What follows belongs to an exercise in optimizing a design on an open flow for small area; a production flow would make more cautious choices.
The RTL was checked by simulation tests, not by an equivalence proof against the original design.
No activity file was given, so power comes from the tool's default toggle rates.

==> flow/design.v (excerpt) <==
module apb_bus_monitor (
    input  wire         apb_if_monitor,
    input  wire         rst,
    input  wire         presetn,
    input  wire         psel,
    input  wire         penable,
    input  wire         pwrite,
    input  wire [31:0]  paddr,
    input  wire [31:0]  pwdata,
    input  wire [31:0]  prdata,
    input  wire         pready,
    input  wire         pslverr,
    input  wire         wb_cyc,
    input  wire         wb_stb,
    input  wire         wb_we,
    input  wire [6:0]   wb_adr,
    input  wire [31:0]  wb_wdata,
    output logic        wb_ack,
    output logic [31:0] wb_rdata
);
    logic [1:0]  state;       
    logic        xfer_done;
    logic [5:0]  xfer_bin;
    logic [3:0]  viol_pulse;
    logic        cap_write;
    logic [31:0] cap_addr;
    logic [31:0] cap_wdata;
    logic       st_idle, st_setup, in_xfer, complete, changed, start;
    logic [1:0] state_next;
    logic [3:0] viol_now;
    assign st_idle  = (state == 2'd0);
    assign st_setup = (state == 2'd1);
    assign in_xfer  = (state == 2'd1) || (state == 2'd2);
    assign complete = in_xfer && psel && penable && pready;
    assign start    = st_idle && psel && !penable;
  ...
For scale: roughly 1200 flip-flops, ~180 I/O pins, about 37000 um^2 of cells after synthesis.
==> flow/config.mk <==
export PLATFORM = sky130hd
export DESIGN_NAME = apb_bus_monitor
export DESIGN_NICKNAME = apb_bus_monitor
export VERILOG_FILES = /design/flow/design.v
export SDC_FILE = /design/flow/constraint.sdc
export NUM_CORES = 4
export LEC_CHECK = 0
export CAP_MARGIN = 10
export CORE_MARGIN = 2
export CORE_UTILIZATION = 45
export CTS_BUF_LIST = sky130_fd_sc_hd__clkbuf_16
export CTS_CLUSTER_DIAMETER = 60
export CTS_CLUSTER_SIZE = 30
export PLACE_DENSITY = 0.6
export SLEW_MARGIN = 10
export SYNTH_HIERARCHICAL = 1
export SYNTH_MINIMUM_KEEP_SIZE = 0
==> flow/constraint.sdc <==
create_clock -name core_clock -period 8.0 [get_ports {apb_if_monitor}]
set_input_delay 1.6000 -clock core_clock [delete_from_list [all_inputs] [get_ports {apb_if_monitor}]]
set_output_delay 1.6000 -clock core_clock [all_outputs]
set_load 0.01 [all_outputs]
standard.sh (not shown) runs the stock make flow with config.mk's settings and CLKGATE_MAP_FILE= SYNTH_SCRIPT=/design/flow/synth_recipe.tcl, a recipe that flattens the netlist after the stock synthesis.
==> flow/flow/run.sh <==
#!/bin/bash
set -euo pipefail
export BUFFER_PORTS_ARGS="-buffer_cell sky130_fd_sc_hd__buf_1"
export CTS_ARGS="-sink_clustering_enable -repair_clock_nets -sink_clustering_size 30 -sink_clustering_max_diameter 60 -buf_list sky130_fd_sc_hd__clkbuf_16 -dont_use_dummy_load"
bash standard.sh > standard.log 2>&1
Next try:
==> flow/flow/run.sh (replaced) <==
#!/bin/bash
set -euo pipefail
export BUFFER_PORTS_ARGS="-buffer_cell sky130_fd_sc_hd__buf_1"
export CTS_ARGS="-sink_clustering_enable -repair_clock_nets -sink_clustering_size 16 -sink_clustering_max_diameter 50 -buf_list sky130_fd_sc_hd__clkbuf_8 -dont_use_dummy_load"
bash standard.sh > standard.log 2>&1
- CTS_BUF_LIST: sky130_fd_sc_hd__clkbuf_16 -> sky130_fd_sc_hd__clkbuf_8
- CTS_CLUSTER_DIAMETER: 60 -> 50
- CTS_CLUSTER_SIZE: 30 -> 16
Outcome:
- combinational power is about the same
- sequential cell count stays the same
- synthesized area stays the same

---

v6:
Another version of the RTL of apb_bus_monitor (not shown whole).
For scale: ~2900 cells after synthesis, roughly 180 I/O pins, roughly 0.037 sq mm of cells after synthesis.
Settings: LEC_CHECK=0, CAP_MARGIN=10, CORE_MARGIN=2, CORE_UTILIZATION=45, CTS_BUF_LIST=sky130_fd_sc_hd__clkbuf_4, CTS_CLUSTER_DIAMETER=35, CTS_CLUSTER_SIZE=10, PLACE_DENSITY=0.6, SLEW_MARGIN=10, SYNTH_HIERARCHICAL=1, SYNTH_MINIMUM_KEEP_SIZE=0; clock period 8.0 ns.
==> flow/flow/run.sh <==
#!/bin/bash
set -euo pipefail
export BUFFER_PORTS_ARGS="-buffer_cell sky130_fd_sc_hd__buf_1"
export CTS_ARGS="-sink_clustering_enable -repair_clock_nets -sink_clustering_size 10 -sink_clustering_max_diameter 35 -buf_list sky130_fd_sc_hd__clkbuf_4 -dont_use_dummy_load"
bash standard.sh > standard.log 2>&1
The final layout from v6, which completed every stage, passed the timing, design-rule and antenna checks at the end of the flow.
Modified inputs, v7 compared to v6
Settings: CTS_CLUSTER_DIAMETER now 50, was 35; CTS_CLUSTER_SIZE now 16, was 10; CTS_BUF_LIST now sky130_fd_sc_hd__clkbuf_8, was sky130_fd_sc_hd__clkbuf_4.
==> flow/flow/run.sh <==
#!/bin/bash
set -euo pipefail
export BUFFER_PORTS_ARGS="-buffer_cell sky130_fd_sc_hd__buf_1"
export CTS_ARGS="-sink_clustering_enable -repair_clock_nets -sink_clustering_size 16 -sink_clustering_max_diameter 50 -buf_list sky130_fd_sc_hd__clkbuf_8 -dont_use_dummy_load"
bash standard.sh > standard.log 2>&1
Results
v6 ended up with rdata_q[1]$_DFF_P_ as its end of the critical path; v7 ended up with rdata_q[3]$_DFF_P_.
Worst-case clock buffer depth of v6 is on par with v7.
Utilization v6 -> v7: up
Comparing portion of the clock cycle consumed by the worst path in the final layout for v7 and v6, the smaller number came from v6.

---

apb_bus_monitor, a different RTL version from the one above (not shown whole).
Size in the first run: ~1200 flip-flops, ~0.037 sq mm of cells after synthesis.
export LEC_CHECK = 0
export CAP_MARGIN = 10
export CORE_MARGIN = 2
export CORE_UTILIZATION = 55
export CTS_BUF_LIST = sky130_fd_sc_hd__clkbuf_8
export CTS_CLUSTER_DIAMETER = 50
export CTS_CLUSTER_SIZE = 16
export PLACE_DENSITY = 0.65
export SLEW_MARGIN = 10
export SYNTH_HIERARCHICAL = 1
export SYNTH_MINIMUM_KEEP_SIZE = 0
create_clock -name core_clock -period 8.0 [get_ports {apb_if_monitor}]
==> flow/flow/run.sh <==
#!/bin/bash
set -euo pipefail
export BUFFER_PORTS_ARGS="-buffer_cell sky130_fd_sc_hd__buf_1"
export CTS_ARGS="-sink_clustering_enable -repair_clock_nets -sink_clustering_size 16 -sink_clustering_max_diameter 50 -buf_list sky130_fd_sc_hd__clkbuf_8 -dont_use_dummy_load"
bash standard.sh > standard.log 2>&1
Edit:
Settings changed: CORE_UTILIZATION 55 to 45, PLACE_DENSITY 0.65 to 0.6.
Effect: The new run produced a clean layout; routed wire length is higher by 3.1%; setup slack improves by 0.014 ns; maximum frequency is about the same; total power is lower by 0.37%.

## afterwards: timing with drivers on the ports
Ports are ideal in the flow. The routed layouts listed here were re-timed in OpenROAD.
Step 1 sets driving cells, clkbuf_16 on the clock port and buf_2 on the other inputs (assumed; they add their load-dependent delay and slew).
Step 2 times the ports against the registers' clock, not the clock port: input delays grow and output delays shrink by t, the midpoint of the rising clock arrivals with the driver on.
Three values: ideal, step 1, step 2; two values: the first two.
| run | t, ns | setup WS [ns] | worst setup path at the end | worst data-port slew with drivers (ns) |
|---|---|---|---|---|
| the first run of note 1 | 0.704 | 1.362 / 1.362 / 0.827 | input to register | 0.19 |
| the second run of note 1 | 0.761 | 1.304 / 1.304 / 0.743 | input to register | 0.18 |
| v6 | 1.049 | 1.944 / 1.973 / 0.924 | input to register | 0.05 |
| v7 | 0.770 | 1.600 / 1.631 / 0.861 | input to register | 0.05 |
| the first run of note 3 | 0.746 | 1.378 / 1.378 / 0.800 | input to register | 0.06 |
| the second run of note 3 | 0.754 | 1.392 / 1.425 / 0.671 | input to register | 0.19 |
After both steps setup and hold are still met in every run listed. The setup slack of v6, which loses most, moves by +0.029 ns with the drivers and by -1.020 ns with both steps.
